This is an optimization exercise on Yosys and OpenROAD, whose aim is small area, a short achievable clock period and few clock cycles per item, not a production implementation. Only simulation tests tie the RTL to the original design; equivalence was not proved. Power figures rest on the tool's default switching activity, not on a simulated workload.

===== flow/run.sh =====
#!/bin/bash
# Layout flow: the standard flow (standard.sh) with two changes that help
# timing and area on sky130hd:
#  - the input and output port buffers are buf_4 cells; by default
#    buffer_ports picks the smallest buffer, a clkdlybuf4s50 delay cell, and
#    footprint-matched sizing can then only swap it for other delay cells;
#  - sizing may pick any equivalent cell, not only one of the same footprint.
# Synthesis is the standard synthesis, unchanged. Each step logs to its own
# file in the folder this runs in.
set -euo pipefail
bash standard.sh synth > synth.log 2>&1
sed 's|"\${@:-finish}"|"BUFFER_PORTS_ARGS=-buffer_cell sky130_fd_sc_hd__buf_4" MATCH_CELL_FOOTPRINT=0 "${@:-finish}"|' \
	standard.sh > standard_tuned.sh
grep -q MATCH_CELL_FOOTPRINT=0 standard_tuned.sh
bash standard_tuned.sh finish > layout.log 2>&1
test -s out/final.def

===== standard.sh =====
#!/bin/bash
# synth_recipe.tcl (not shown) runs the flow's synth.tcl, then flattens the netlist and writes it again
# the make line also repeats each setting of config.mk as NAME=value (left out here)
make -C /OpenROAD-flow-scripts/flow DESIGN_CONFIG=/design/flow/config.mk WORK_HOME=/design/flow/orfs CLKGATE_MAP_FILE= SYNTH_SCRIPT=/design/flow/synth_recipe.tcl "${@:-finish}"

===== config.mk =====
export PLATFORM = sky130hd
export DESIGN_NAME = ex_stage_top
export DESIGN_NICKNAME = ex_stage_top
export VERILOG_FILES = /design/flow/design.v
export SDC_FILE = /design/flow/constraint.sdc
export NUM_CORES = 4
export LEC_CHECK = 0
export ABC_AREA = 1
export CAP_MARGIN = 20
export CORE_MARGIN = 2
export CORE_UTILIZATION = 40
export SETUP_SLACK_MARGIN = 4.3
export SLEW_MARGIN = 20

===== constraint.sdc =====
create_clock -name core_clock -period 9.0 [get_ports {clk}]
set_input_delay 1.8000 -clock core_clock [delete_from_list [all_inputs] [get_ports {clk}]]
set_output_delay 1.8000 -clock core_clock [all_outputs]
set_load 0.01 [all_outputs]

===== design.v =====
module ex_stage_top
(
	input  logic        clk,
	input  logic        reset_i,
	input  logic        issue_valid_i,
	input  logic [31:0] issue_inst_i,
	input  logic [63:0] issue_op1_i,
	input  logic [63:0] issue_op2_i,
	input  logic [63:0] issue_base_i,
	input  logic [63:0] issue_offset_i,
	input  logic [4:0]  issue_rd_i,
	output logic        wb_valid_o,
	output logic [4:0]  wb_rd_o,
	output logic [63:0] wb_data_o,
	output logic        redirect_valid_o,
	output logic [63:0] redirect_target_o,
	output logic        hold_o
);
	localparam int D     = 8;
	localparam int SB    = 2 * D;
	localparam int NSTEP = 64 / SB;
	localparam int NSW   = 32 / SB;
	localparam int CW    = (NSTEP > 1) ? $clog2(NSTEP) : 1;
	localparam int SW    = 65 + SB;
	logic [6:0] opc;
	logic [2:0] f3;
	logic [6:0] f7;
	logic       f7_zero;
	logic       f7_alt;
	logic       i6_zero;
	logic       i6_alt;
	assign opc     = issue_inst_i[6:0];
	assign f3      = issue_inst_i[14:12];
	assign f7      = issue_inst_i[31:25];
	assign f7_zero = f7 == 7'b0000000;
	assign f7_alt  = f7 == 7'b0100000;
	assign i6_zero = issue_inst_i[31:26] == 6'b000000;
	assign i6_alt  = issue_inst_i[31:26] == 6'b010000;
	logic op_op;
	logic op_imm;
	logic op_32;
	logic op_imm32;
	logic op_br;
	logic op_jal;
	logic op_jalr;
	logic op_lui;
	logic op_auipc;
	assign op_op    = opc == 7'b0110011;
	assign op_imm   = opc == 7'b0010011;
	assign op_32    = opc == 7'b0111011;
	assign op_imm32 = opc == 7'b0011011;
	assign op_br    = opc == 7'b1100011;
	assign op_jal   = opc == 7'b1101111;
	assign op_jalr  = opc == 7'b1100111;
	assign op_lui   = opc == 7'b0110111;
	assign op_auipc = opc == 7'b0010111;
	logic legal;
	logic is_mul;
	always_comb begin
		legal = op_jal || op_jalr || op_lui || op_auipc;
		if (op_op) begin
			legal = f7_zero || (f7_alt && (f3 == 3'd0 || f3 == 3'd5));
		end
		if (op_imm) begin
			case (f3)
				3'd1:    legal = i6_zero;
				3'd5:    legal = i6_zero || i6_alt;
				default: legal = 1'b1;
			endcase
		end
		if (op_32) begin
			case (f3)
				3'd0, 3'd5: legal = f7_zero || f7_alt;
				3'd1:       legal = f7_zero;
				default:    legal = 1'b0;
			endcase
		end
		if (op_imm32) begin
			case (f3)
				3'd0:    legal = 1'b1;
				3'd1:    legal = f7_zero;
				3'd5:    legal = f7_zero || f7_alt;
				default: legal = 1'b0;
			endcase
		end
	end
	assign is_mul = f7 == 7'b0000001 &&
		((op_op && !f3[2]) || (op_32 && f3 == 3'd0));
	logic i6;
	logic i5;
	logic i3;
	logic i2;
	logic alt;
	logic cls;
	logic word;
	logic sub;
	assign i6   = issue_inst_i[6];
	assign i5   = issue_inst_i[5];
	assign i3   = issue_inst_i[3];
	assign i2   = issue_inst_i[2];
	assign alt  = issue_inst_i[30];
	assign cls  = !i6 && !i2;
	assign word = !i6 && i3;
	assign sub  = alt && i5 && !i2;
	logic [63:0] op1;
	logic [63:0] op2;
	logic [65:0] addsub;
	logic [64:0] cmp;
	logic [63:0] sum;
	logic        ltu;
	logic        lt;
	logic        eq;
	assign op1 = issue_op1_i;
	assign op2 = issue_op2_i;
	assign addsub = {1'b0, op1, 1'b1} + {1'b0, op2 ^ {64{sub}}, sub};
	assign sum    = addsub[64:1];
	assign cmp    = {1'b0, op1} - {1'b0, op2};
	assign ltu    = cmp[64];
	assign lt     = (op1[63] ^ op2[63]) ? op1[63] : ltu;
	assign eq     = op1 == op2;
	logic        sh_left;
	logic        sh_fill;
	logic [5:0]  shamt;
	logic [63:0] sh_in;
	logic [63:0] sh_out;
	logic [63:0] op1_rev;
	logic [63:0] sh_out_rev;
	always_comb begin
		for (int i = 0; i < 64; i++) begin
			op1_rev[i]    = op1[63 - i];
			sh_out_rev[i] = sh_out[63 - i];
		end
	end
	assign sh_left = !f3[2];
	assign sh_fill = alt && (word ? op1[31] : op1[63]);
	assign shamt   = {op2[5] && !word, op2[4:0]};
	assign sh_in   = sh_left ? op1_rev :
		word ? {{32{sh_fill}}, op1[31:0]} : op1;
	assign sh_out  = 64'($signed({sh_fill, sh_in}) >>> shamt);
	logic        s_add;
	logic        s_shl;
	logic        s_shr;
	logic        s_slt;
	logic        s_xor;
	logic        s_or;
	logic        s_and;
	logic        s_lui;
	logic [63:0] alu_early;
	logic [63:0] alu_res;
	assign s_add = (cls && f3 == 3'd0) || (i2 && (i6 || !i5));
	assign s_shl = cls && f3 == 3'd1;
	assign s_shr = cls && f3 == 3'd5;
	assign s_slt = cls && f3[2:1] == 2'b01;
	assign s_xor = cls && f3 == 3'd4;
	assign s_or  = cls && f3 == 3'd6;
	assign s_and = cls && f3 == 3'd7;
	assign s_lui = !i6 && i2 && i5;
	assign alu_early = is_mul ? op2 :
		({64{s_shl}} & sh_out_rev) |
		({64{s_shr}} & sh_out) |
		({64{s_xor}} & (op1 ^ op2)) |
		({64{s_or}}  & (op1 | op2)) |
		({64{s_and}} & (op1 & op2)) |
		({64{s_lui}} & op1);
	assign alu_res = alu_early |
		({64{s_add && !is_mul}} & sum) |
		{63'd0, s_slt && !is_mul && (f3[0] ? ltu : lt)};
	logic br_cond;
	logic redirect;
	assign br_cond  = f3[2] ? (f3[1] ? ltu : lt) : eq;
	assign redirect = (op_br && f3[2:1] != 2'b01 && (br_cond ^ f3[0])) ||
		op_jal || op_jalr;
	localparam int AW = 66;
	localparam int TW = AW + SB;
	localparam logic [1:0] OM_PLAIN = 2'd0;
	localparam logic [1:0] OM_W     = 2'd1;
	localparam logic [1:0] OM_MUL   = 2'd2;
	localparam logic [1:0] OM_MULW  = 2'd3;
	logic          busy_q;
	logic          fin_q;
	logic [CW-1:0] cnt_q;
	logic          w_q;
	logic          hi_q;
	logic          a_hi_q;
	logic          ext_q;
	logic          bprev_q;
	logic          cin_q;
	logic [AW-1:0] acc_s_q;
	logic [63:0]   acc_c_q;
	logic [SB-1:0] low_s_q;
	logic [SB-1:0] low_c_q;
	logic [1:0]    omode_q;
	logic          wb_valid_q;
	logic [4:0]    wb_rd_q;
	logic [63:0]   wb_data_q;
	logic          redirect_valid_q;
	logic [63:0]   redirect_target_q;
	logic          accept;
	logic          last;
	logic          done;
	logic [64:0]   mcand;
	logic [SB:0]   mbits;
	assign accept = issue_valid_i && !busy_q;
	assign last   = w_q ? (cnt_q == CW'(NSW - 1)) : (cnt_q == CW'(NSTEP - 1));
	assign done   = fin_q || (last && !hi_q);
	assign mcand  = {a_hi_q, redirect_target_q};
	assign mbits  = {wb_data_q[SB-1:0], bprev_q};
	function automatic logic [TW-1:0] sign_const();
		logic [TW-1:0] k;
		k = (TW'(1) << (AW - 1)) + (TW'(1) << (64 + SB));
		for (int j = 0; j < D; j++) begin
			k = k + (TW'(1) << (65 + 2 * j));
		end
		sign_const = -k;
	endfunction
	logic [TW-1:0] rows [D];
	logic [D-1:0]  negs;
	always_comb begin
		for (int j = 0; j < D; j++) begin
			logic b2;
			logic b1;
			logic b0;
			logic one;
			logic two;
			logic [65:0] mag;
			logic [65:0] r;
			b2  = mbits[2 * j + 2];
			b1  = mbits[2 * j + 1];
			b0  = mbits[2 * j];
			one = b1 ^ b0;
			two = b2 ? (!b1 && !b0) : (b1 && b0);
			negs[j] = b2 && !(b1 && b0);
			mag = ({66{one}} & {mcand[64], mcand}) | ({66{two}} & {mcand, 1'b0});
			r   = mag ^ {66{negs[j]}};
			rows[j] = TW'({!r[65], r[64:0]}) << (2 * j);
			if (j == 0) begin
				rows[j] = rows[j] | sign_const();
			end else begin
				rows[j][2 * j - 2] = negs[j - 1];
			end
		end
	end
	logic [64:0]   ext_val;
	logic [TW-1:0] ext_row;
	logic [TW-1:0] s_row;
	logic [TW-1:0] c_row;
	assign ext_val = (ext_q && last) ? mcand : 65'd0;
	assign ext_row = {!ext_val[64], ext_val[63:0], SB'(negs[D-1]) << (SB - 2)};
	logic first;
	assign first   = cnt_q == '0;
	assign s_row   = first ? TW'(1) << (AW - 1) : TW'({!acc_s_q[AW-1], acc_s_q[AW-2:0]});
	assign c_row   = first ? '0 : TW'(acc_c_q);
	localparam int NR = D + 3;
	function automatic int next_rows(input int n);
		next_rows = 2 * (n / 3) + (n % 3);
	endfunction
	function automatic int tree_levels(input int n);
		int l;
		int m;
		l = 0;
		m = n;
		while (m > 2) begin
			m = next_rows(m);
			l++;
		end
		tree_levels = l;
	endfunction
	function automatic int rows_at(input int n, input int level);
		int m;
		m = n;
		for (int l = 0; l < level; l++) begin
			m = next_rows(m);
		end
		rows_at = m;
	endfunction
	localparam int NL = tree_levels(NR);
	logic [(NL + 1) * NR * TW - 1:0] tree;
	assign tree[0 * TW +: TW] = s_row;
	assign tree[1 * TW +: TW] = c_row;
	assign tree[2 * TW +: TW] = ext_row;
	genvar gj;
	generate
		for (gj = 0; gj < D; gj++) begin : g_rows
			assign tree[(3 + gj) * TW +: TW] = rows[gj];
		end
	endgenerate
	genvar gl;
	genvar gt;
	generate
		for (gl = 0; gl < NL; gl++) begin : g_level
			localparam int N  = rows_at(NR, gl);
			localparam int N3 = N / 3;
			localparam int IB = gl * NR * TW;
			localparam int OB = (gl + 1) * NR * TW;
			for (gt = 0; gt < N3; gt++) begin : g_csa
				logic [TW-1:0] x;
				logic [TW-1:0] y;
				logic [TW-1:0] z;
				assign x = tree[IB + (3 * gt) * TW +: TW];
				assign y = tree[IB + (3 * gt + 1) * TW +: TW];
				assign z = tree[IB + (3 * gt + 2) * TW +: TW];
				assign tree[OB + (2 * gt) * TW +: TW]     = x ^ y ^ z;
				assign tree[OB + (2 * gt + 1) * TW +: TW] =
					{((x & y) | (x & z) | (y & z)), 1'b0};
			end
			for (gt = 3 * N3; gt < N; gt++) begin : g_pass
				assign tree[OB + (gt - N3) * TW +: TW] = tree[IB + gt * TW +: TW];
			end
			for (gt = N - N3; gt < NR; gt++) begin : g_zero
				assign tree[OB + gt * TW +: TW] = '0;
			end
		end
	endgenerate
	logic [TW-1:0] ts;
	logic [TW-1:0] tc;
	logic [1:0]    top;
	assign top = tree[NL * NR * TW + TW - 2 +: 2] + tree[NL * NR * TW + TW + TW - 2 +: 2];
	assign ts  = {top, tree[NL * NR * TW +: TW - 2]};
	assign tc  = {2'b00, tree[NL * NR * TW + TW +: TW - 2]};
	logic [SB-1:0] low;
	logic          low_co;
	ex_add #(.W(SB)) i_low_add (
		.a  (low_s_q),
		.b  (low_c_q),
		.ci (cin_q),
		.s  (low),
		.co (low_co)
	);
	logic [63:0] tgt_a;
	logic [63:0] tgt_b;
	logic [63:0] tgt;
	logic        tgt_co;
	assign tgt_a = busy_q ? acc_s_q[63:0] : issue_base_i;
	assign tgt_b = busy_q ? acc_c_q : issue_offset_i;
	ex_pfx_add #(.W(64), .ARCH(0)) i_tgt_add (
		.a  (tgt_a),
		.b  (tgt_b),
		.ci (busy_q && low_co),
		.s  (tgt),
		.co (tgt_co)
	);
	always_ff @(posedge clk) begin
		if (reset_i) begin
			busy_q           <= 1'b0;
			wb_valid_q       <= 1'b0;
			redirect_valid_q <= 1'b0;
		end else if (busy_q) begin
			busy_q           <= !done;
			wb_valid_q       <= done;
			redirect_valid_q <= 1'b0;
		end else begin
			busy_q           <= accept && is_mul;
			wb_valid_q       <= accept && !is_mul && legal;
			redirect_valid_q <= accept && !is_mul && redirect;
		end
	end
	always_ff @(posedge clk) begin
		acc_s_q <= ts[TW-1:SB];
		acc_c_q <= tc[TW-3:SB];
		low_s_q <= ts[SB-1:0];
		low_c_q <= tc[SB-1:0];
	end
	always_ff @(posedge clk) begin
		if (busy_q) begin
			fin_q     <= last && hi_q;
			cnt_q     <= cnt_q + 1'b1;
			bprev_q   <= wb_data_q[SB-1];
			cin_q     <= low_co && !first;
			omode_q   <= OM_PLAIN;
			if (fin_q) begin
				wb_data_q <= tgt;
			end else if (last && !hi_q) begin
				omode_q   <= w_q ? OM_MULW : OM_MUL;
				wb_data_q <= {low, low, w_q ? wb_data_q[47:32] : wb_data_q[63:48],
					w_q ? low : wb_data_q[47:32]};
			end else begin
				wb_data_q <= {low, wb_data_q[63:SB]};
			end
		end else begin
			fin_q             <= 1'b0;
			cnt_q             <= '0;
			bprev_q           <= 1'b0;
			omode_q           <= word ? OM_W : OM_PLAIN;
			w_q               <= i3;
			hi_q              <= f3 != 3'd0;
			a_hi_q            <= op1[63] && (f3 == 3'd1 || f3 == 3'd2);
			ext_q             <= op2[63] && f3[1] && !i3;
			wb_rd_q           <= issue_rd_i;
			wb_data_q         <= alu_res;
			redirect_target_q <= is_mul ? op1 : tgt;
		end
	end
	logic [1:0]  mulw_sign;
	logic [63:0] wb_out;
	genvar gs;
	generate
		for (gs = 0; gs < 2; gs++) begin : g_sign
			ex_add_msb #(.W(SB)) i_sign (
				.a   (low_s_q),
				.b   (low_c_q),
				.ci  (cin_q),
				.msb (mulw_sign[gs])
			);
		end
	endgenerate
	always_comb begin
		wb_out = wb_data_q;
		case (omode_q)
			OM_W:    wb_out[63:32] = {32{wb_data_q[31]}};
			OM_MUL:  wb_out[63:48] = low;
			OM_MULW: wb_out[63:16] = {{16{mulw_sign[1]}}, {16{mulw_sign[0]}}, low};
			default: ;
		endcase
	end
	assign wb_valid_o        = wb_valid_q;
	assign wb_rd_o           = wb_rd_q;
	assign wb_data_o         = wb_out;
	assign redirect_valid_o  = redirect_valid_q;
	assign redirect_target_o = redirect_target_q;
	assign hold_o            = busy_q;
endmodule
module ex_pfx_add #(
	parameter int W    = 64,
	parameter int ARCH = 0
) (
	input  logic [W-1:0] a,
	input  logic [W-1:0] b,
	input  logic         ci,
	output logic [W-1:0] s,
	output logic         co
);
	localparam int L  = (W > 1) ? $clog2(W) : 1;
	localparam int NS = (ARCH == 1) ? (2 * L - 1) : L;
	logic [W-1:0]            p0;
	logic [(NS + 1) * W - 1:0] gg;
	logic [(NS + 1) * W - 1:0] pp;
	assign p0 = a ^ b;
	assign gg[W-1:0] = (a & b) | {{(W - 1){1'b0}}, p0[0] & ci};
	assign pp[W-1:0] = p0;
	genvar st;
	genvar i;
	generate
		for (st = 0; st < NS; st++) begin : g_st
			for (i = 0; i < W; i++) begin : g_bit
				localparam int LV = (ARCH == 1 && st >= L) ? (2 * L - 2 - st) : st;
				localparam int D2 = 1 << LV;
				localparam bit UP = (ARCH == 1) && (st < L);
				localparam bit DN = (ARCH == 1) && (st >= L);
				localparam int J  =
					(ARCH == 0) ? (((i >> LV) << LV) - 1) :
					(ARCH == 2) ? (i - D2) : (i - D2);
				localparam bit CMB =
					(ARCH == 0) ? (((i >> LV) & 1) == 1) :
					(ARCH == 2) ? (i >= D2) :
					UP ? (((i + 1) % (2 * D2)) == 0) :
					(((i + 1) % (2 * D2)) == D2 && i >= 2 * D2);
				if (CMB) begin : g_c
					assign gg[(st + 1) * W + i] = gg[st * W + i] | (pp[st * W + i] & gg[st * W + J]);
					assign pp[(st + 1) * W + i] = pp[st * W + i] & pp[st * W + J];
				end else begin : g_p
					assign gg[(st + 1) * W + i] = gg[st * W + i];
					assign pp[(st + 1) * W + i] = pp[st * W + i];
				end
			end
		end
	endgenerate
	logic [W-1:0] gfin;
	assign gfin = gg[NS * W +: W];
	assign s    = p0 ^ {gfin[W-2:0], ci};
	assign co   = gfin[W-1];
endmodule
module ex_add #(
	parameter int W = 64
) (
	input  logic [W-1:0] a,
	input  logic [W-1:0] b,
	input  logic         ci,
	output logic [W-1:0] s,
	output logic         co
);
	logic [W+1:0] t;
	assign t  = {1'b0, a, 1'b1} + {1'b0, b, ci};
	assign s  = t[W:1];
	assign co = t[W+1];
endmodule
module ex_add_msb #(
	parameter int W = 16
) (
	input  logic [W-1:0] a,
	input  logic [W-1:0] b,
	input  logic         ci,
	output logic         msb
);
	logic [W:0] t;
	assign t   = {a, 1'b1} + {b, ci};
	assign msb = t[W];
endmodule

==> results of run 1 <==
area by class of cell:
cell class / count / area share (%)
clock buffers: 49 / 1.63
flip-flops and latches: 305 / 10.2
well taps: 1903 / 3.51
multi-input cells: 6065 / 67.3
inverters: 1386 / 8.01
repair buffers: 621 / 8.67
clock inverters: 23 / 0.685
diodes: 21 / 0.0775
synth_stat cells, types with 15 or more instances:
cell | count | area [um2]
nand3b_1 | 31 | 233
nor2_1 | 504 | 1890
nand3_1 | 815 | 4080
nor3_1 | 28 | 140
o22ai_1 | 555 | 3470
clkinv_1 | 69 | 259
dfxtp_1 | 231 | 4620
a21o_1 | 15 | 113
a221oi_1 | 32 | 280
edfxtp_1 | 74 | 2220
nand2_1 | 1386 | 5200
ha_1 | 407 | 5090
clkbuf_1 | 314 | 1180
o21ai_1 | 34 | 170
a22oi_1 | 17 | 128
inv_1 | 1297 | 4870
o21ai_0 | 470 | 2350
o211ai_1 | 29 | 218
a2111oi_0 | 36 | 315
buf_2 | 66 | 330
fa_1 | 582 | 11700
buf_4 | 31 | 233
nand4_1 | 16 | 100
inv_2 | 20 | 75.1
o21bai_1 | 18 | 135
xor2_1 | 611 | 5350
a31oi_1 | 21 | 131
a21oi_1 | 313 | 1570
buf_1 | 103 | 387
or2_2 | 27 | 169
path summary, 6_finish.rpt:
path	start	to	slack (ps)	cells past startpoint
worst min register to register	cnt_q[0]	cnt_q[0]	420	1
worst min-delay path	cnt_q[0]	cnt_q[0]	420	1
worst max-delay path	low_c_q[4]	wb_data_o[49]	3880	17
worst max register to register	redirect_target_q[42]	acc_s_q[34]	4250	11
repair_timing:
action,CTS,global route
endpoints found under the setup margin,299,213
cloned,9,21
gates resized for setup,372,275
pin swaps,44,60
setup buffers,46,45
cells by family after synthesis:
family	after synthesis
xor gates and xnor gates	620
and+or+nand+nor	2837
AOI/OAI and AO/OA	1604
buffers and inverters	1905
muxes	13
DFF	305
adders and majority gates	989
power groups by stage:
stage                     logic (mW)  clock network (mW)  registers, mW
after floorplan                 17.7                   0           2.88
after global placement          26.8                   0           3.00
after detailed placement        27.4                   0           3.00
after CTS                       28.2                1.99           2.99
after global routing            32.6                2.03           3.06
final                           29.3                1.98           3.03
critical path, delay by kind of cell, from the launching register on:
family,cells,cell delay (ps)
AO/OA/AOI/OAI,3,800
AND/OR/NAND/NOR,10,800
buffers and inverters,3,480
flip-flops,1,330
adder cells (fa/ha/maj),1,250
sequential cells by signal (all words and copies together) (netlist names), 2 cells and up:
register           cells
cnt_q                  2
low_c_q               12
acc_c_q               64
wb_rd_q                5
redirect_target_q     64
low_s_q               16
acc_s_q               66
omode_q                2
wb_data_q             64
cell usage in the layout, fill, tap and decap left out, types with 16 or more instances in the layout:
master and count:
xor2_1 604, dfxtp_1 214, o21ai_0 424, o21ai_4 23, nand3b_1 31, ha_4 19
a31oi_1 17, nand2_2 53, o21bai_1 17, clkinv_1 42, buf_4 503, clkinvlp_4 34
fa_1 578, nand3_2 30, diode_2 21, a2111oi_0 35, nor3_1 23, o21ai_1 47
buf_6 46, nand2_1 1328, a21oi_1 274, o22ai_1 554, buf_12 27, nand4_1 16
clkbuf_16 64, nor2_2 20, inv_1 1275, o21ai_2 17, or2_2 27, inv_2 19
nor2_1 475, ha_1 377, o211ai_1 29, a221oi_1 31, a21oi_2 28, nand3_1 782
edfxtp_1 74
metal layers:
metal	up-vias	part of all wire, %	GRT usage, %
met5	-	0.091	0
met3	1289	12	10.6
li1	27160	-	-
met2	4568	42	65.5
met4	24	11	31.3
met1	30750	36	51.9
==> run notes, run 1 <==
share of layout cells above drive strength 1=a little over an eighth; Slew Limit Fails=0; Power Total=approximately 34 mW; post-route cell area=0.0678 mm2; Crit Path Class=register to output pin; Slew @ Worst Pin=1220 ps; antenna viol nets, final=0; P_leak=32.5 nW; Initial Util=approximately 40%; Arrival @ worst endpoint=3320 ps; via count=63.8k; peak fanout along the critical path=3; Die Area=0.148 mm2; CTS tree=built; Die Span Y=385 um; Hold Vio Cnt, Final=0; switching share of total power=between 50% and 60%; CP cell instances=ha_4 -> nand4_1 -> o21bai_2 -> nand3_2 -> nand3_2 -> nand2_2 -> a21boi_2 -> nor2_1 -> nand2_1 -> nand2_2 -> inv_2 -> nand2_4 -> nand2_4 -> nor2_4 -> buf_6 -> a22oi_2 -> buf_4; DR WL/cell=roughly 32 um; Iter 0 DRT Violations=9249; Reg clk slew, reported paths=60 ps; max cap viols=0; Setup WS post-layout=3880 ps; FP Rows=139; clk sink count=about 310; Crit. End Element=output pin; CTS root buf=clkbuf_16; crit share post-route=between 50% and 60%; port bufs=416; vias in the first global route=60.7k; Layout Utilization=47.1%; global-route wire length before repair=449000 um; WL final=336000 um; yosys warns=2; initial antenna violation count=32; multi-input gate area in the final layout=0.0456 mm2; Avg Cell Area, Syn=7.01 um2; P&R area growth vs syn=16.8%; DRC viols=0; Post-synth top flop=dfxtp_1; Cell variety after synth=62; post-synthesis mux area share=less than 1%; Storage cell area=0.00689 mm2; drt pass-1 iters=8; Tmin final=5120 ps; worst endpoint required time=7200 ps; Total Routing Usage GR=42.7%; Syn Inst Count=8273; Placed Area=just over 0.06 mm2; RSZ-0062 raised after global routing=yes; setup TNS=0 ps; hold buffer count at cts=0; dpl hpwl=247000 um; # H-tree levels=2; non-filler cells, final=10.4k; crit path launch type=register; Synth Cell Area=0.0580 mm2; final setup vio count=0; Final nets=9704; Slowest-stage cell, CP=a22oi_2; die width=between 300 and 400 um; Min-Delay Path Class=register to register; clock share of power=5.8%; post-synthesis adder-cell area fraction=28.9%; outcome=complete, no violations; post-synthesis xor/xnor area fraction=9.36%; CP peak stage delay=460 ps; worst hold slack=around 420 ps; register area share after synthesis=between 10% and 20%; async set-reset flop share out of synthesis=0%; clk buf depth=3; maximum VDD drop=0.000627 V; PD cells=506 mW/mm2; Via density=6.15; cts bufs inserted=40; register bit count reported by yosys=a little over 300; Core ar.=0.144 mm2; I/O pin cnt=between 400 and 500; Gate power share=85.4%; Compound-Gate Fraction of Synth Area=16.3%; Slew headroom=a little under a fifth; Layout fillers=14.6k; Synth Area in Simple Gates=slightly above 20%; GP Congestion=1.09; largest net degree at the start of global routing=124; highest clock rate=between 0.15 and 0.2 GHz; main combinational cell family by area after synthesis=adder cells; total grt overflow=0; clock skew=41.1 ps; internal power=15.2 mW; Net Switching=19.1 mW; Flop pwr share=8.8%; Post-Place Setup Slack=2600 ps; Post-synth EDFFs=74; placed insts=10.2k; Worst-Skew Late Latency=640 ps
Testbench counts, summed over its fixed seeds: cycles 11,373, instructions 8,000.
==> run 2: changes to the inputs <==
--- a/config.mk
+++ b/config.mk
@@ -8,6 +8,6 @@
 export ABC_AREA = 1
 export CAP_MARGIN = 20
 export CORE_MARGIN = 2
-export CORE_UTILIZATION = 40
-export SETUP_SLACK_MARGIN = 4.3
+export CORE_UTILIZATION = 50
+export SETUP_SLACK_MARGIN = 4
 export SLEW_MARGIN = 20
==> run 2 against run 1 <==
Clock power down 9.6%. Setup slack improved by 25 ps. Still clean on timing, DRC and antenna. Utilization is 9.2 points higher. Via count is 1.7% lower.
==> run notes, run 2 <==
maximum VDD drop=0.000435 V (was 0.000627 V); P_leak=31.5 nW (was 32.5 nW); multi-input gate area in the final layout=0.0447 mm2 (was 0.0456 mm2); Yosys top cell by area=fa_1 (unchanged); Slew headroom=17.7% (was 18.6%); Synth top area share=20.1% (unchanged); Reg-to-Reg Start=wb_data_q[9] (was redirect_target_q[42]); dpl hpwl=226000 um (was 247000 um); Post-synth EDFFs=74 (unchanged); Via density=6.34 (was 6.15); # H-tree levels=2 (unchanged); Die Span Y=345 um (was 385 um); Syn Inst Count=8273 (unchanged); R2R setup slack=3990 ps (was 4250 ps); worst hold slack=414 ps (was 421 ps); total grt overflow=0 (unchanged); commonest non-fill, non-tap cells in the layout=nand2_1 (1366), inv_1 (1280), nand3_1 (807), xor2_1 (610), fa_1 (579) (was nand2_1 (1328), inv_1 (1275), nand3_1 (782), xor2_1 (604), fa_1 (578)); antenna viol nets, final=0 (unchanged); Layout fillers=11.3k (was 14.6k); cts bufs inserted=40 (unchanged); Initial Util=50.6% (was 40.3%); drt pass-1 iters=6 (was 8); clk sink count=305 (unchanged); Core ar.=0.115 mm2 (was 0.144 mm2); Reg clk slew, reported paths=60 ps (about the same); worst r2r path cells=14 (was 11); async set-reset flop share out of synthesis=0% (unchanged); most common cell in the netlist=nand2_1 (unchanged); Storage cell area=0.00686 mm2 (was 0.00689 mm2); Crit Path Class=register to output pin (unchanged); commonest non-fill, non-tap cell in the layout=nand2_1 (unchanged); crit share post-route=56.6% (was 56.9%); Slowest-stage cell, CP=o21ai_1 (was a22oi_2); I/O pin cnt=432 (unchanged); Iter 0 DRT Violations=8704 (was 9249); highest clock rate=0.196 GHz (was 0.195 GHz); end of the worst register-to-register path=low_s_q[14] (was acc_s_q[34]); synth top area cells=fa_1 (20%), xor2_1 (9.2%), nand2_1 (9.0%) (unchanged); CP cell instances=ha_1 -> nand2_1 -> o21ai_2 -> inv_2 -> o21ai_2 -> inv_2 -> o21ai_2 -> inv_1 -> nand2_1 -> nand2_1 -> o21ai_1 -> buf_4 (was ha_4 -> nand4_1 -> o21bai_2 -> nand3_2 -> nand3_2 -> nand2_2 -> a21boi_2 -> nor2_1 -> nand2_1 -> nand2_2 -> inv_2 -> nand2_4 -> nand2_4 -> nor2_4 -> buf_6 -> a22oi_2 -> buf_4); RSZ-0062 raised after global routing=yes (unchanged); share of layout cells above drive strength 1=10.0% (was 13.2%); Post-synth top flop=dfxtp_1 (unchanged); vias in the first global route=59.9k (was 60.7k); CP peak stage delay=690 ps (was 460 ps); Slew @ Worst Pin=1230 ps (was 1220 ps); Avg Cell Area, Syn=7.01 um2 (unchanged); CP Capture Point=wb_data_o[26] (was wb_data_o[49]); max cap viols=0 (unchanged); port bufs=416 (unchanged); P&R area growth vs syn=11.2% (was 16.8%); Layout Utilization=56.3% (was 47.1%); global-route wire length before repair=419000 um (was 449000 um); die width=345 um (was 385 um); worst endpoint required time=7200 ps (about the same); initial antenna violation count=21 (was 32); clk buf depth=3 (unchanged); DRC viols=0 (unchanged); DR WL/cell=30.3 um (was 32.4 um); Total Routing Usage GR=49.2% (was 42.7%); Die Area=0.119 mm2 (was 0.148 mm2); final setup vio count=0 (unchanged); largest net degree at the start of global routing=150 (was 124); CTS root buf=clkbuf_16 (unchanged); yosys warns=2 (unchanged); register area share after synthesis=11.8% (unchanged); max reg flops=66 (unchanged); outcome=complete, no violations (unchanged); Slew Limit Fails=0 (unchanged); hold buffer count at cts=0 (unchanged); Final nets=9622 (was 9704); crit path launch type=register (unchanged); FP Rows=124 (was 139); Post-synth top cells=nand2_1 (1386), inv_1 (1297), nand3_1 (815) (unchanged); Synth Cell Area=0.0580 mm2 (unchanged); Hold Vio Cnt, Final=0 (unchanged); PD cells=504 mW/mm2 (was 506 mW/mm2); peak fanout along the critical path=5 (was 3); clock skew=36.2 ps (was 41.1 ps); via count=62.7k (was 63.8k); Min-Delay Path Class=register to register (unchanged); Crit. End Element=output pin (unchanged); Worst-Skew Late Latency=630 ps (was 640 ps); WL final=299000 um (was 336000 um); setup TNS=0 ps (unchanged); register bit count reported by yosys=305 (unchanged); GP Congestion=1.13 (was 1.09); Cell variety after synth=62 (unchanged); Crit. Startpoint=low_c_q[5] (was low_c_q[4]); Tmin final=5100 ps (was 5120 ps); register name with the most flops=acc_s_q (unchanged); Arrival @ worst endpoint=3300 ps (was 3320 ps); CTS tree=built (unchanged)
[run 2: cell counts after synthesis]
Identical to the previous run, type by type.
[run 2: layout make-up]
| type | instances | area share, % |
|---|---|---|
| Multi-Input combinational cell | 6064 | 69.2 |
| Sequential cell | 305 | 10.6 |
| Inverter | 1386 | 8.15 |
| Timing Repair Buffer | 540 | 6.91 |
| Tap cell | 1512 | 2.93 |
| Clock buffer | 61 | 1.83 |
| Clock inverter | 13 | 0.345 |
| Antenna cell | 7 | 0.0271 |
[run 2: worst max-delay path, delay by kind of cell, from the launching register on]
family,cells,cell delay [ps]
compound gates,4,1240
flops,1,300
simple gates,3,340
buf+inv,4,410
fa+ha+maj,1,380
[run 2: how the worst min path moves through the flow]
stage / start / to / slack (ps) / depth (start not counted)
6_report: cnt_q[0] / cnt_q[0] / 410 / 1
5_1_grt: cnt_q[0] / cnt_q[0] / 440 / 1
3_3_place_gp: cnt_q[0] / cnt_q[0] / 400 / 1
3_5_place_dp: cnt_q[0] / cnt_q[0] / 400 / 1
4_1_cts: cnt_q[0] / cnt_q[0] / 410 / 1
2_1_floorplan: cnt_q[0] / cnt_q[0] / 390 / 1
[run 2: what timing repair did]
action,CTS,global route
setup buffers,16,28
pin swaps,12,28
resized for setup,129,154
gates cloned,1,3
endpoints found under the setup margin,267,200
[run 2: cell families after synthesis]
family	after synthesis	share of synthesized area, %
AOI/OAI and AO/OA	1604	16.3
xor gates and xnor gates	620	9.36
adders and majority gates	989	28.9
buffers and inverters	1905	12.7
DFF	305	11.8
muxes	13	0.229
and+or+nand+nor	2837	20.8
[run 2: stage by stage]
step / instance area (um2) / cells / worst slack, ps / total power [mW]
2_1_floorplan: 58000 / 8273 / 4070 / 20.6
3_3_place_gp: 61700 / 9758 / 2570 / 28.9
3_5_place_dp: 61700 / 9758 / 2520 / 29.6
4_1_cts: 63700 / 9849 / 3980 / 31.9
5_1_grt: 64500 / 9882 / 3820 / 36.2
6_report: 64500 / 9888 / 3900 / 32.5
[run 2: power by group]
group          leakage [nW]  switching [mW]  internal [mW]
clock                 0.689           0.761           1.03
combinational          28.1            16.9           10.8
sequential             2.72           0.327           2.70
[run 2: layer usage]
metal | vias to the layer above | global-route usage [%] | wire length, um
met5 | - | 0.641 | 351
met2 | 4875 | 72.9 | 124000
met4 | 32 | 40.2 | 32100
met3 | 1228 | 15.4 | 39100
li1 | 26982 | - | -
met1 | 29611 | 58.4 | 104000
==> run 3: changes to the inputs <==
--- a/config.mk
+++ b/config.mk
@@ -8,6 +8,6 @@
 export ABC_AREA = 1
 export CAP_MARGIN = 20
 export CORE_MARGIN = 2
-export CORE_UTILIZATION = 50
+export CORE_UTILIZATION = 55
 export SETUP_SLACK_MARGIN = 4
 export SLEW_MARGIN = 20
==> run 3 against run 2 <==
Routed wire length up 0.46%. Synthesized area unchanged. Combinational power up 5%. Final area down 0.44%. Synthesized cell count unchanged. Power up 4.6%. Critical path depth down 3. Worst hold slack better by 5.8 ps. Via count up 3.0%. Critical path type unchanged. Highest routed layer unchanged.
==> run notes, run 3 <==
outcome=complete, no violations (unchanged); end of the worst register-to-register path=redirect_target_q[15] (was low_s_q[14]); via count=64.6k (was 62.7k); total grt overflow=0 (unchanged); Crit Path Class=register to output pin (unchanged); Tmin final=5160 ps (was 5100 ps); # H-tree levels=2 (unchanged); Crit. End Element=output pin (unchanged); Synth top area share=20.1% (unchanged); max cap viols=0 (unchanged); commonest non-fill, non-tap cell in the layout=nand2_1 (unchanged); switching share of total power=56.0% (was 55.4%); Die Area=0.108 mm2 (was 0.119 mm2); register name with the most flops=acc_s_q (unchanged); dpl hpwl=224000 um (was 226000 um); Syn Inst Count=8273 (unchanged); Worst-Skew Late Latency=630 ps (about the same); commonest non-fill, non-tap cells in the layout=nand2_1 (1362), inv_1 (1280), nand3_1 (798), xor2_1 (610), fa_1 (579) (was nand2_1 (1366), inv_1 (1280), nand3_1 (807), xor2_1 (610), fa_1 (579)); CTS tree=built (unchanged); global-route wire length before repair=422000 um (was 419000 um); GP Congestion=1.12 (was 1.13); clock skew=28.2 ps (was 36.2 ps); Via density=6.63 (was 6.34); Slew Limit Fails=0 (unchanged); vias in the first global route=61.9k (was 59.9k); RSZ-0062 raised after global routing=yes (unchanged); Yosys top cell by area=fa_1 (unchanged); Power Total=34.0 mW (was 32.5 mW); CTS root buf=clkbuf_16 (unchanged); register bit count reported by yosys=305 (unchanged); Reg-to-Reg Start=low_s_q[8] (was wb_data_q[9]); Gate power share=85.6% (was 85.2%); port bufs=416 (unchanged); worst endpoint required time=7200 ps (about the same); P&R area growth vs syn=10.8% (was 11.2%); share of layout cells above drive strength 1=10.1% (was 10.0%); largest net degree at the start of global routing=105 (was 150); Initial Util=55.3% (was 50.6%); antenna viol nets, final=0 (unchanged); register area share after synthesis=11.8% (unchanged); Post-synth top cells=nand2_1 (1386), inv_1 (1297), nand3_1 (815) (unchanged); clk sink count=305 (unchanged); Slew @ Worst Pin=1200 ps (was 1230 ps); Total Routing Usage GR=53.9% (was 49.2%); peak fanout along the critical path=4 (was 5); PD cells=529 mW/mm2 (was 504 mW/mm2); crit share post-route=57.4% (was 56.6%); Avg Cell Area, Syn=7.01 um2 (unchanged); yosys warns=2 (unchanged); drt pass-1 iters=13 (was 6); max reg flops=66 (unchanged); DR WL/cell=30.8 um (was 30.3 um); Core ar.=0.105 mm2 (was 0.115 mm2); CP Capture Point=wb_data_o[24] (was wb_data_o[26]); Layout fillers=9442 (was 11.3k); Hold Vio Cnt, Final=0 (unchanged); Cell variety after synth=62 (unchanged); Arrival @ worst endpoint=3360 ps (was 3300 ps); hold buffer count at cts=0 (unchanged); final setup vio count=0 (unchanged); synth top area cells=fa_1 (20%), xor2_1 (9.2%), nand2_1 (9.0%) (unchanged); Reg clk slew, reported paths=70 ps (was 60 ps); DRC viols=0 (unchanged); Post-synth EDFFs=74 (unchanged); internal power=15.0 mW (was 14.5 mW); clk buf depth=3 (unchanged); Synth Cell Area=0.0580 mm2 (unchanged); most common cell in the netlist=nand2_1 (unchanged); I/O pin cnt=432 (unchanged); Placed Area=0.0615 mm2 (was 0.0617 mm2); Die Span Y=329 um (was 345 um); cts bufs inserted=39 (was 40); Slew headroom=20.0% (was 17.7%); Iter 0 DRT Violations=10.6k (was 8704); Post-synth top flop=dfxtp_1 (unchanged); worst r2r path cells=27 (was 14); WL final=301000 um (was 299000 um); die width=329 um (was 345 um); Layout Utilization=61.2% (was 56.3%); clock share of power=5.4% (was 5.5%); Min-Delay Path Class=register to register (unchanged); highest clock rate=0.194 GHz (was 0.196 GHz); Net Switching=19.0 mW (was 18.0 mW); P_leak=31.4 nW (was 31.5 nW); Flop pwr share=9.0% (was 9.3%); Final nets=9602 (was 9622); FP Rows=119 (was 124); crit path launch type=register (unchanged); worst hold slack=419 ps (was 414 ps); async set-reset flop share out of synthesis=0% (unchanged); post-route cell area=0.0643 mm2 (was 0.0645 mm2); setup TNS=0 ps (unchanged); maximum VDD drop=0.00141 V (was 0.000435 V); R2R setup slack=3940 ps (was 3990 ps); Crit. Startpoint=cin_q (was low_c_q[5]); initial antenna violation count=33 (was 21)
==> run 3: changes by cell type in the layout (fill, tap and decap cells not counted), sizes merged <==
cell,previous run,this run
diode,7,11
bufinv,4,7
clkinv,81,77
nand3,817,818
inv,1309,1315
clkbuf,67,53
buf,534,518
clkinvlp,5,7
==> run 3: power by group through the flow <==
| stage | clock network (mW) | registers, mW | logic, mW |
|---|---|---|---|
| 5_1_grt | 1.85 | 3.06 | 31.7 |
| 3_3_place_gp | 0 | 3.01 | 25.7 |
| 4_1_cts | 1.81 | 3.00 | 27.7 |
| 3_5_place_dp | 0 | 3.02 | 27.1 |
| 2_1_floorplan | 0 | 2.88 | 17.7 |
| 6_report | 1.83 | 3.05 | 29.1 |
==> run 3: how the worst min path moves through the flow <==
stage,from,end,slack (ps),cells past startpoint
2_1_floorplan,cnt_q[0],cnt_q[0],390,1
3_3_place_gp,cnt_q[0],cnt_q[0],400,1
3_5_place_dp,cnt_q[0],cnt_q[0],400,1
4_1_cts,cnt_q[0],cnt_q[0],420,1
5_1_grt,cnt_q[0],cnt_q[0],430,1
6_report,cnt_q[0],cnt_q[0],420,1
==> run 3: layout make-up <==
type                    count  area [um2]  share of cell area, %
clock inverters            20         289                  0.450
repair buffers            520        4220                   6.56
well taps                1391        1740                   2.71
diodes                     11        27.5                 0.0428
flip-flops and latches    305        6860                   10.7
inverters                1386        5250                   8.17
multi-input cells        6065       44800                   69.7
clock buffers              51        1120                   1.74
==> run 3: critical path: stages (launching register included) <==
cell,delay (ps)
edfxtp_1,420
nand4_1,130
nor2_1,190
inv_1,70
o21ai_2,210
inv_2,60
o21ai_2,170
xnor2_1,250
o21ai_0,980
buf_4,270
==> run 3: through the flow <==
step           std cells  setup slack [ps]
6_report            9749              3840
5_1_grt             9740              3860
4_1_cts             9722              3970
3_5_place_dp        9635              2540
3_3_place_gp        9635              2410
2_1_floorplan       8273              4070
==> run 3: per-layer routing <==
| layer | GRT usage, % | wire length (um) | part of all wire, % |
|---|---|---|---|
| met3 | 17.5 | 41400 | 14 |
| met1 | 62.8 | 99900 | 33 |
| met5 | 0.355 | 263 | 0.088 |
| met4 | 49.5 | 37400 | 12 |
| met2 | 78.6 | 122000 | 40 |
==> run 3: timing repair <==
item	4_1_cts	5_1_grt
resized for setup	143	148
gates cloned	1	2
setup buffers	15	14
endpoints found under the hold margin	0	0
pin swaps	13	30
setup endpoints to repair	262	201
==> run 3: cell families after synthesis <==
group | share of synthesized area [%]
AO/OA/AOI/OAI | 16.3
XOR/XNOR | 9.36
adder cells (fa/ha/maj) | 28.9
buffers and inverters | 12.7
flip-flops | 11.8
multiplexers | 0.229
AND/OR/NAND/NOR | 20.8
==> run 4: changes to the inputs <==
--- a/config.mk
+++ b/config.mk
@@ -6,8 +6,8 @@
 export NUM_CORES = 4
 export LEC_CHECK = 0
 export ABC_AREA = 1
-export CAP_MARGIN = 20
+export CAP_MARGIN = 10
 export CORE_MARGIN = 2
-export CORE_UTILIZATION = 55
+export CORE_UTILIZATION = 50
 export SETUP_SLACK_MARGIN = 4
-export SLEW_MARGIN = 20
+export SLEW_MARGIN = 10
==> run 4 against run 3 <==
Utilization shrank 4.9 points. Critical path type unchanged. Power shrank 4.2%. Register-to-register slack gained 40 ps. Critical path depth is the same. Critical endpoint unchanged. Die area grew 9.9%.
==> run notes, run 4 <==
outcome=complete, no violations (unchanged); Total Routing Usage GR=49.2% (was 53.9%); vias in the first global route=59.9k (was 61.9k); Avg Cell Area, Syn=7.01 um2 (unchanged); max cap viols=0 (unchanged); Initial Util=50.6% (was 55.3%); register area share after synthesis=11.8% (unchanged); P_leak=31.5 nW (was 31.4 nW); WHS Path Cells=1 (unchanged); worst r2r path cells=14 (was 27); cts bufs inserted=40 (was 39); CTS tree=built (unchanged); placed insts=9758 (was 9635); port bufs=416 (unchanged); via count=62.5k (was 64.6k); clock skew=37.2 ps (was 28.2 ps); initial antenna violation count=20 (was 33); PD cells=505 mW/mm2 (was 529 mW/mm2); switching share of total power=55.4% (was 56.0%); async set-reset flop share out of synthesis=0% (unchanged); Worst-Skew Late Latency=630 ps (about the same); hold buffer count at cts=0 (unchanged); yosys warns=2 (unchanged); Min-Delay Path Class=register to register (unchanged); Synth top area share=20.1% (unchanged); Worst Hold Path EP=cnt_q[0] (unchanged); clk sink count=305 (unchanged); Post-synth top flop=dfxtp_1 (unchanged); DR WL/cell=30.2 um (was 30.8 um); maximum VDD drop=0.000441 V (was 0.00141 V); largest net degree at the start of global routing=150 (was 105); commonest non-fill, non-tap cell in the layout=nand2_1 (unchanged); Gate power share=85.2% (was 85.6%); worst endpoint required time=7200 ps (about the same); R2R setup slack=3980 ps (was 3940 ps); DRC viols=0 (unchanged); Final nets=9620 (was 9602); most common cell in the netlist=nand2_1 (unchanged); highest clock rate=0.199 GHz (was 0.194 GHz); crit path launch type=register (unchanged); Reg-to-Reg Start=wb_data_q[9] (was low_s_q[8]); P&R area growth vs syn=11.2% (was 10.8%); drt pass-1 iters=8 (was 13); Crit Path Class=register to output pin (unchanged); Iter 0 DRT Violations=9130 (was 10.6k); Net Switching=18.1 mW (was 19.0 mW); crit share post-route=55.9% (was 57.4%); register name with the most flops=acc_s_q (unchanged); share of layout cells above drive strength 1=9.99% (was 10.1%); RSZ-0062 raised after global routing=yes (unchanged); Post-synth EDFFs=74 (unchanged); dpl hpwl=226000 um (was 224000 um); I/O pin cnt=432 (unchanged); Synth Cell Area=0.0580 mm2 (unchanged); clk buf depth=3 (unchanged); max reg flops=66 (unchanged); internal power=14.5 mW (was 15.0 mW); non-filler cells, final=9889 (was 9749); Core ar.=0.115 mm2 (was 0.105 mm2); Tmin final=5030 ps (was 5160 ps); WL final=299000 um (was 301000 um); Post-synth top cells=nand2_1 (1386), inv_1 (1297), nand3_1 (815) (unchanged); Slew @ Worst Pin=1250 ps (was 1200 ps); Crit. End Element=output pin (unchanged); peak fanout along the critical path=5 (was 4); Syn Inst Count=8273 (unchanged); Hold Vio Cnt, Final=0 (unchanged); GP Congestion=1.13 (was 1.12); setup TNS=0 ps (unchanged); register bit count reported by yosys=305 (unchanged); clock share of power=5.5% (was 5.4%); final setup vio count=0 (unchanged); synth top area cells=fa_1 (20%), xor2_1 (9.2%), nand2_1 (9.0%) (unchanged); total grt overflow=0 (unchanged); Die Span Y=345 um (was 329 um); Slew headroom=16.6% (was 20.0%); # H-tree levels=2 (unchanged); end of the worst register-to-register path=low_s_q[14] (was redirect_target_q[15]); Reg clk slew, reported paths=60 ps (was 70 ps); Post-Place Setup Slack=2520 ps (was 2540 ps); CTS root buf=clkbuf_16 (unchanged); Min-Delay Startpoint=cnt_q[0] (unchanged); Arrival @ worst endpoint=3230 ps (was 3360 ps); Via density=6.32 (was 6.63); Setup WS post-layout=3970 ps (was 3840 ps); die width=345 um (was 329 um); Yosys top cell by area=fa_1 (unchanged); Flop pwr share=9.3% (was 9.0%); global-route wire length before repair=419000 um (was 422000 um); Die Area=0.119 mm2 (was 0.108 mm2); commonest non-fill, non-tap cells in the layout=nand2_1 (1364), inv_1 (1281), nand3_1 (807), xor2_1 (610), fa_1 (579) (was nand2_1 (1362), inv_1 (1280), nand3_1 (798), xor2_1 (610), fa_1 (579)); Cell variety after synth=62 (unchanged); Power Total=32.6 mW (was 34.0 mW); Slew Limit Fails=0 (unchanged); antenna viol nets, final=0 (unchanged); FP Rows=124 (was 119)
-- run 4: cell counts after synthesis --
Identical to the previous run, type by type.
-- run 4: area by class of cell --
class / count / area, um2
clock inverter: 13 / 223
clock buffer: 61 / 1180
multi-input combinational: 6064 / 44700
fill: 11284 / 50100
sequential: 305 / 6860
timing repair buffer: 538 / 4440
tap: 1512 / 1890
antenna: 10 / 25.0
inverter: 1386 / 5260
-- run 4: cell families after synthesis --
| kind of cell | count (synthesis) | share of synthesized area (%) |
|---|---|---|
| simple gates | 2837 | 20.8 |
| buf+inv | 1905 | 12.7 |
| compound gates | 1604 | 16.3 |
| fa+ha+maj | 989 | 28.9 |
| xor+xnor | 620 | 9.36 |
| flops | 305 | 11.8 |
| mux | 13 | 0.229 |
-- run 4: worst max-delay path: stages, from the launching register on --
cell and delay [ps]:
dfxtp_1 420, nand4_1 170, nor2_2 140, inv_1 60, o21ai_2 200, inv_2 50, o21ai_2 160, xnor2_1 270
o21ai_0 870, buf_4 260
-- run 4: through the flow --
step | hold WS, ps | area, um2 | utilization, %
6_report | 415 | 64500 | 56.3
5_1_grt | 442 | 64500 | 56.3
4_1_cts | 412 | 63700 | 55.5
3_5_place_dp | 403 | 61700 | 53.8
3_3_place_gp | 404 | 61700 | 53.8
2_1_floorplan | 393 | 58000 | -
-- run 4: how the worst max path moves through the flow --
stage,end,startpoint,slack [ps],cells after the start
after CTS,wb_data_q[60],issue_inst_i[2],3980,23
after detailed placement,wb_data_q[60],issue_inst_i[2],2520,22
after floorplan,wb_data_q[33],busy_q,4070,25
after global routing,wb_data_o[49],low_c_q[4],3850,18
final,wb_data_o[24],low_s_q[2],3970,9
after global placement,wb_data_q[60],issue_inst_i[2],2570,19
-- run 4: power groups by stage --
stage	sequential (mW)	combinational [mW]	clock [mW]
global placement	3.02	25.9	0
floorplan	2.88	17.7	0
global route	3.05	31.3	1.84
finish	3.03	27.8	1.79
CTS	2.99	27.1	1.79
detailed placement	3.02	26.6	0
-- run 4: metal layers --
layer	share of wire, %	GRT usage (%)
met5	0.093	0.641
met2	41	72.9
met3	13	15.4
met4	11	40.2
met1	35	58.4
-- run 4: what timing repair did --
item | in CTS | in global routing
endpoints found under the setup margin | 267 | 201
gates cloned | 1 | 3
pin swaps | 12 | 29
setup buffers | 16 | 27
resized for setup | 129 | 159
==> run 5: changes to the inputs <==
--- a/config.mk
+++ b/config.mk
@@ -11,3 +11,4 @@
 export CORE_UTILIZATION = 50
 export SETUP_SLACK_MARGIN = 4
 export SLEW_MARGIN = 10
+export SYNTH_HIERARCHICAL = 1
==> run 5 against run 4 <==
Still clean. Synthesized area grew 3.5%. Die area grew 3.5%. Non-clock buffer count shrank 31. Critical path depth grew 8. Sequential cell count is the same. First-iteration DRC count grew 13%. Register-to-register slack is essentially flat. Global-route usage is essentially flat. Sequential power shrank 2%. Combinational power shrank 5%. Critical endpoint is now wb_data_q[0]. Highest routed layer unchanged.
==> run notes, run 5 <==
global route hottest layer=met2 (unchanged); peak fanout along the critical path=7 (was 5); Die Area=0.123 mm2 (was 0.119 mm2); Total Routing Usage GR=49.2% (about the same); multi-input gate area in the final layout=0.0459 mm2 (was 0.0447 mm2); port bufs=416 (unchanged); grt met2 use=71.6% (was 72.9%); P&R area growth vs syn=9.95% (was 11.2%); crit path launch type=input port (was register); hold buffer count at cts=0 (unchanged); drt pass-1 iters=19 (was 8); register name with the most flops=acc_s_q (unchanged); Layout fillers=11.8k (was 11.3k); clk sink count=305 (unchanged); largest net degree at the start of global routing=124 (was 150); cts bufs inserted=38 (was 40); antenna viol nets, final=0 (unchanged); Crit Path Class=input port to register (was register to output pin); FP Rows=127 (was 124); Reg clk slew, reported paths=70 ps (was 60 ps); Placed Area=0.0638 mm2 (was 0.0617 mm2); WL final=312000 um (was 299000 um); Syn Inst Count=8704 (was 8273); commonest non-fill, non-tap cells in the layout=nand2_1 (1655), inv_1 (1424), nand3_1 (733), xor2_1 (611), fa_1 (583) (was nand2_1 (1364), inv_1 (1281), nand3_1 (807), xor2_1 (610), fa_1 (579)); Arrival @ worst endpoint=5760 ps (was 3230 ps); Hold Vio Cnt, Final=0 (unchanged); crit share post-route=58.1% (was 55.9%); RSZ-0062 raised after global routing=yes (unchanged); CP dominant cell by count=nand2_1 (was o21ai_2); cell family with most CP delay=compound AO/OA/AOI/OAI gates (unchanged); Via density=6.31 (was 6.32); met1 Track Usage GR=60.3% (was 58.4%); Synth Cell Area=0.0601 mm2 (was 0.0580 mm2); Storage cell area=0.00685 mm2 (was 0.00686 mm2); clock skew=33.6 ps (was 37.2 ps); max cap viols=0 (unchanged); R2R setup slack=3990 ps (was 3980 ps); share of layout cells above drive strength 1=8.90% (was 9.99%); worst endpoint required time=9530 ps (was 7200 ps); Crit. End Element=register (was output pin); grt met3 use=15.3% (was 15.4%); CP cell instances=buf_4 -> inv_1 -> ha_1 -> inv_1 -> a21oi_1 -> o31ai_1 -> nor2_1 -> nand2_1 -> a21oi_2 -> nand2_1 -> a21oi_1 -> a21oi_1 -> nand3_1 -> nand2_1 -> nand2_1 -> nand2_1 -> nand2_1 (was nand4_1 -> nor2_2 -> inv_1 -> o21ai_2 -> inv_2 -> o21ai_2 -> xnor2_1 -> o21ai_0 -> buf_4); Slew Limit Fails=0 (unchanged); initial antenna violation count=19 (was 20); Layout Utilization=55.3% (was 56.3%); commonest non-fill, non-tap cell in the layout=nand2_1 (unchanged); total grt overflow=0 (unchanged); CTS tree=built (unchanged); yosys warns=8 (was 2); final setup vio count=0 (unchanged); I/O pin cnt=432 (unchanged); Slowest-stage cell, CP=ha_1 (was o21ai_0); dpl hpwl=239000 um (was 226000 um); Post-Place Setup Slack=2500 ps (was 2520 ps); DRC viols=0 (unchanged); max reg flops=66 (unchanged); Final nets=10.1k (was 9620); Worst-Skew Late Latency=620 ps (was 630 ps); GP Congestion=1.12 (was 1.13); # H-tree levels=2 (unchanged); Slew headroom=21.5% (was 16.6%); highest clock rate=0.191 GHz (was 0.199 GHz); setup TNS=0 ps (unchanged); maximum VDD drop=0.000676 V (was 0.000441 V); clk buf depth=3 (unchanged); Setup WS post-layout=3770 ps (was 3970 ps); via count=65.7k (was 62.5k); Iter 0 DRT Violations=10.3k (was 9130); worst path buffer plus inverter count=3 (unchanged); PD cells=468 mW/mm2 (was 505 mW/mm2); Slew @ Worst Pin=1170 ps (was 1250 ps); Core ar.=0.119 mm2 (was 0.115 mm2); P_leak=33.0 nW (was 31.5 nW); CP peak stage delay=930 ps (was 870 ps); DR WL/cell=29.9 um (was 30.2 um); Initial Util=50.3% (was 50.6%); global-route wire length before repair=434000 um (was 419000 um); CTS root buf=clkbuf_16 (unchanged); Die Span Y=351 um (was 345 um); die width=351 um (was 345 um); outcome=complete, no violations (unchanged); Min-Delay Path Class=register to register (unchanged); Tmin final=5230 ps (was 5030 ps); Avg Cell Area, Syn=6.90 um2 (was 7.01 um2); post-route cell area=0.0660 mm2 (was 0.0645 mm2); vias in the first global route=62.0k (was 59.9k)
run 5: final cells by class:
cell class                      count  area share [%]
Antenna cell                       25          0.0947
Multi-Input combinational cell   6371            69.6
Clock inverter                     21           0.309
Inverter                         1525            8.74
Tap cell                         1612            3.05
Sequential cell                   305            10.4
Timing Repair Buffer              507            6.23
Clock buffer                       49            1.66
run 5: repair_timing:
action / in CTS / in global routing
resized for setup: 88 / 106
hold endpoints to repair: 0 / 0
endpoints found under the setup margin: 215 / 203
buffers inserted: 9 / 6
pin swaps: 3 / 4
cloned: 2 / 2
run 5: per-stage QoR:
step	hold slack [ps]	total power, mW	cells
after floorplan	393	19.7	8716
after global placement	403	27.1	10301
after detailed placement	404	28.1	10301
after CTS	421	30.2	10382
after global routing	448	34.1	10391
final	421	30.9	10415
run 5: power breakdown:
group          switching (mW)  internal [mW]
clock                   0.737          0.929
combinational            16.3           9.98
sequential              0.340           2.63
total                    17.4           13.5
run 5: final timing paths:
check | end | cells past startpoint | startpoint
worst min register to register | cnt_q[0] | 1 | cnt_q[0]
worst max register to register | acc_s_q[37] | 12 | wb_data_q[1]
worst min-delay path | cnt_q[0] | 1 | cnt_q[0]
worst max-delay path | wb_data_q[0] | 17 | issue_op1_i[63]
run 5: metal layers:
metal / vias up / wire length, um
li1: 28026 / -
met1: 31117 / 111000
met2: 5301 / 127000
met3: 1301 / 42400
met4: 4 / 31100
met5: - / 36
==> run 6: changes to the inputs <==
--- a/config.mk
+++ b/config.mk
@@ -6,9 +6,8 @@
 export NUM_CORES = 4
 export LEC_CHECK = 0
 export ABC_AREA = 1
-export CAP_MARGIN = 10
+export CAP_MARGIN = 0
 export CORE_MARGIN = 2
 export CORE_UTILIZATION = 50
 export SETUP_SLACK_MARGIN = 4
-export SLEW_MARGIN = 10
-export SYNTH_HIERARCHICAL = 1
+export SLEW_MARGIN = 0
==> run 6 against run 5 <==
Via count decreased by 4.9%. Highest routed layer unchanged. Die area fell by 3.4%. Still clean. Final cell count shrank 5.1%. Clock power up 7%. Register-to-register slack is essentially flat.
==> run notes, run 6 <==
Placed Area=0.0617 mm2 (was 0.0638 mm2); cts bufs inserted=40 (was 38); DRC viols=0 (unchanged); Post-synth EDFFs=74; CP dominant cell by count=o21ai_2 (was nand2_1); setup TNS=0 ps (unchanged); Flop pwr share=9.3% (was 9.6%); peak fanout along the critical path=5 (was 7); Total Routing Usage GR=49.2% (about the same); yosys warns=2 (was 8); placed insts=9758 (was 10.3k); met1 Track Usage GR=58.4% (was 60.3%); Final nets=9620 (was 10.1k); synth top area cells=fa_1 (20%), xor2_1 (9.2%), nand2_1 (9.0%); die width=345 um (was 351 um); Slew headroom=16.6% (was 21.5%); Slew @ Worst Pin=1250 ps (was 1170 ps); total grt overflow=0 (unchanged); crit share post-route=55.9% (was 58.1%); Synth Cell Area=0.0580 mm2 (was 0.0601 mm2); Arrival @ worst endpoint=3230 ps (was 5760 ps); dpl hpwl=226000 um (was 239000 um); drt pass-1 iters=8 (was 19); R2R setup slack=3980 ps (was 3990 ps); vias in the first global route=59.9k (was 62.0k); initial antenna violation count=20 (was 19); largest net degree at the start of global routing=150 (was 124); Layout Utilization=56.3% (was 55.3%); Hold Vio Cnt, Final=0 (unchanged); non-filler cells, final=9889 (was 10.4k); PD cells=505 mW/mm2 (was 468 mW/mm2); worst endpoint required time=7200 ps (was 9530 ps); max cap viols=0 (unchanged); maximum VDD drop=0.000441 V (was 0.000676 V); antenna viol nets, final=0 (unchanged); most common cell in the netlist=nand2_1; Gate power share=85.2% (was 85.0%); P&R area growth vs syn=11.2% (was 9.95%); register name with the most flops=acc_s_q (unchanged); Tmin final=5030 ps (was 5230 ps); switching share of total power=55.4% (was 56.2%); Worst Hold Path EP=cnt_q[0] (unchanged); CP cell instances=nand4_1 -> nor2_2 -> inv_1 -> o21ai_2 -> inv_2 -> o21ai_2 -> xnor2_1 -> o21ai_0 -> buf_4 (was buf_4 -> inv_1 -> ha_1 -> inv_1 -> a21oi_1 -> o31ai_1 -> nor2_1 -> nand2_1 -> a21oi_2 -> nand2_1 -> a21oi_1 -> a21oi_1 -> nand3_1 -> nand2_1 -> nand2_1 -> nand2_1 -> nand2_1); # H-tree levels=2 (unchanged); outcome=complete, no violations (unchanged); Initial Util=50.6% (was 50.3%); register bit count reported by yosys=about 310; Yosys top cell by area=fa_1; worst path buffer plus inverter count=3 (unchanged); crit path launch type=register (was input port); async set-reset flop share out of synthesis=0%; Cell variety after synth=62; internal power=14.5 mW (was 13.5 mW); clk buf depth=3 (unchanged); register area share after synthesis=11.8%; DR WL/cell=30.2 um (was 29.9 um); commonest non-fill, non-tap cell in the layout=nand2_1 (unchanged); global route hottest layer=met2 (unchanged); RSZ-0062 raised after global routing=yes (unchanged); WL final=299000 um (was 312000 um); cell family with most CP delay=compound AO/OA/AOI/OAI gates (unchanged); Crit. End Element=output pin (was register); final setup vio count=0 (unchanged); via count=62.5k (was 65.7k); clock share of power=5.5% (was 5.4%); Crit Path Class=register to output pin (was input port to register); Net Switching=18.1 mW (was 17.4 mW); Min-Delay Startpoint=cnt_q[0] (unchanged); CTS tree=built (unchanged); Avg Cell Area, Syn=7.01 um2 (was 6.90 um2); Reg clk slew, reported paths=60 ps (was 70 ps); Post-synth top cells=nand2_1 (1386), inv_1 (1297), nand3_1 (815); Die Area=0.119 mm2 (was 0.123 mm2); Post-synth top flop=dfxtp_1; Syn Inst Count=8273 (was 8704); Slowest-stage cell, CP=o21ai_0 (was ha_1); Reg-to-Reg Start=wb_data_q[9] (was wb_data_q[1]); CTS root buf=clkbuf_16 (unchanged); P_leak=31.5 nW (was 33.0 nW); Worst-Skew Late Latency=630 ps (was 620 ps); I/O pin cnt=432 (unchanged); end of the worst register-to-register path=low_s_q[14] (was acc_s_q[37]); grt met3 use=15.4% (was 15.3%); global-route wire length before repair=419000 um (was 434000 um); port bufs=416 (unchanged); Die Span Y=345 um (was 351 um); post-route cell area=0.0645 mm2 (was 0.0660 mm2); WHS Path Cells=1 (unchanged); Iter 0 DRT Violations=9130 (was 10.3k); Slew Limit Fails=0 (unchanged); clk sink count=305 (unchanged); Synth top area share=20.1%; highest clock rate=0.199 GHz (was 0.191 GHz); clock skew=37.2 ps (was 33.6 ps); share of layout cells above drive strength 1=9.99% (was 8.90%); GP Congestion=1.13 (was 1.12); max reg flops=66 (unchanged); worst r2r path cells=14 (was 12); CP peak stage delay=870 ps (was 930 ps); Core ar.=0.115 mm2 (was 0.119 mm2); Via density=6.32 (was 6.31); Min-Delay Path Class=register to register (unchanged); grt met2 use=72.9% (was 71.6%); commonest non-fill, non-tap cells in the layout=nand2_1 (1364), inv_1 (1281), nand3_1 (807), xor2_1 (610), fa_1 (579) (was nand2_1 (1655), inv_1 (1424), nand3_1 (733), xor2_1 (611), fa_1 (583)); FP Rows=124 (was 127)
## run 6: per-layer routing
layer / routed length, um / vias to the layer above
met1: 104000 / 29638
li1: - / 26977
met2: 124000 / 4678
met3: 38900 / 1200
met4: 31900 / 34
met5: 278 / -
## run 6: area by class of cell
type | instances | area [um2]
flip-flops and latches | 305 | 6860
clock inverters | 13 | 223
fillers | 11284 | 50100
inverters | 1386 | 5260
well taps | 1512 | 1890
diodes | 10 | 25.0
clock buffers | 61 | 1180
multi-input cells | 6064 | 44700
repair buffers | 538 | 4440
## run 6: how the worst max path moves through the flow
stage / from / endpoint / slack (ps) / cells after the start
floorplan: busy_q / wb_data_q[33] / 4070 / 25
global placement: issue_inst_i[2] / wb_data_q[60] / 2570 / 19
detailed placement: issue_inst_i[2] / wb_data_q[60] / 2520 / 22
CTS: issue_inst_i[2] / wb_data_q[60] / 3980 / 23
global route: low_c_q[4] / wb_data_o[49] / 3850 / 18
finish: low_s_q[2] / wb_data_o[24] / 3970 / 9
## run 6: stage by stage
| step | setup slack, ps | total power, mW | hold slack, ps |
|---|---|---|---|
| 2_1_floorplan | 4070 | 20.6 | 393 |
| 3_3_place_gp | 2570 | 28.9 | 404 |
| 3_5_place_dp | 2520 | 29.6 | 403 |
| 4_1_cts | 3980 | 31.9 | 412 |
| 5_1_grt | 3850 | 36.2 | 442 |
| 6_report | 3970 | 32.6 | 415 |
## run 6: power groups by stage
stage	registers [mW]	logic, mW	clock network (mW)
final	3.03	27.8	1.79
after global routing	3.05	31.3	1.84
after CTS	2.99	27.1	1.79
after detailed placement	3.02	26.6	0
after global placement	3.02	25.9	0
after floorplan	2.88	17.7	0
## run 6: timing repair
action / CTS / global route
gates resized for setup: 129 / 159
endpoints found under the setup margin: 267 / 201
endpoints found under the hold margin: 0 / 0
pin swaps: 12 / 29
cloned: 1 / 3
buffers inserted: 16 / 27
hold buffers: 0 / 0
## run 6: kinds of logic after synthesis
family	Yosys count	synth area share, %
simple gates	2837	20.8
mux	13	0.229
fa+ha+maj	989	28.9
flops	305	11.8
xor+xnor	620	9.36
compound gates	1604	16.3
buf+inv	1905	12.7
## run 6: worst register-to-register path, stage by stage, from the launching register on
cell and delay [ps]:
dfxtp_1 520, ha_1 270, nor2_1 70, buf_4 220, inv_8 310, buf_8 440
xor2_1 240, fa_1 560, inv_1 60, fa_1 500, inv_1 60, fa_1 530
inv_1 70, fa_1 590, fa_1 460

[what the ideal ports hide]
Ports are ideal in the flow. The routed layouts listed here were re-timed in OpenROAD. Step 1: set_driving_cell puts a clkbuf_16 on clk and a buf_2 on each other input, an assumption about the parent block. Step 2 times the ports against the registers' clock, not the clock port: input delays grow and output delays shrink by t, the midpoint of the rising clock arrivals with the driver on. Three values: ideal ports, drivers, drivers and shift; two values: the first two.
| run | shift t [ns] | slack for setup (ns) | worst register clock-pin slew, ns |
|---|---|---|---|
| run 1 | 0.689 | 3.879 / 3.810 / 3.429 | 0.07 / 0.07 |
| run 2 | 0.680 | 3.904 / 3.837 / 3.386 | 0.07 / 0.07 |
| run 3 | 0.690 | 3.838 / 3.759 / 3.241 | 0.07 / 0.07 |
| run 4 | 0.680 | 3.970 / 3.902 / 3.424 | 0.08 / 0.08 |
| run 5 | 0.677 | 3.773 / 3.822 / 3.145 | 0.07 / 0.07 |
| run 6 | 0.680 | 3.970 / 3.902 / 3.424 | 0.08 / 0.08 |
After both steps setup and hold are still met in every run listed. The setup slack of run 5, which loses most, moves by +0.049 ns with the drivers and by -0.628 ns with both steps.
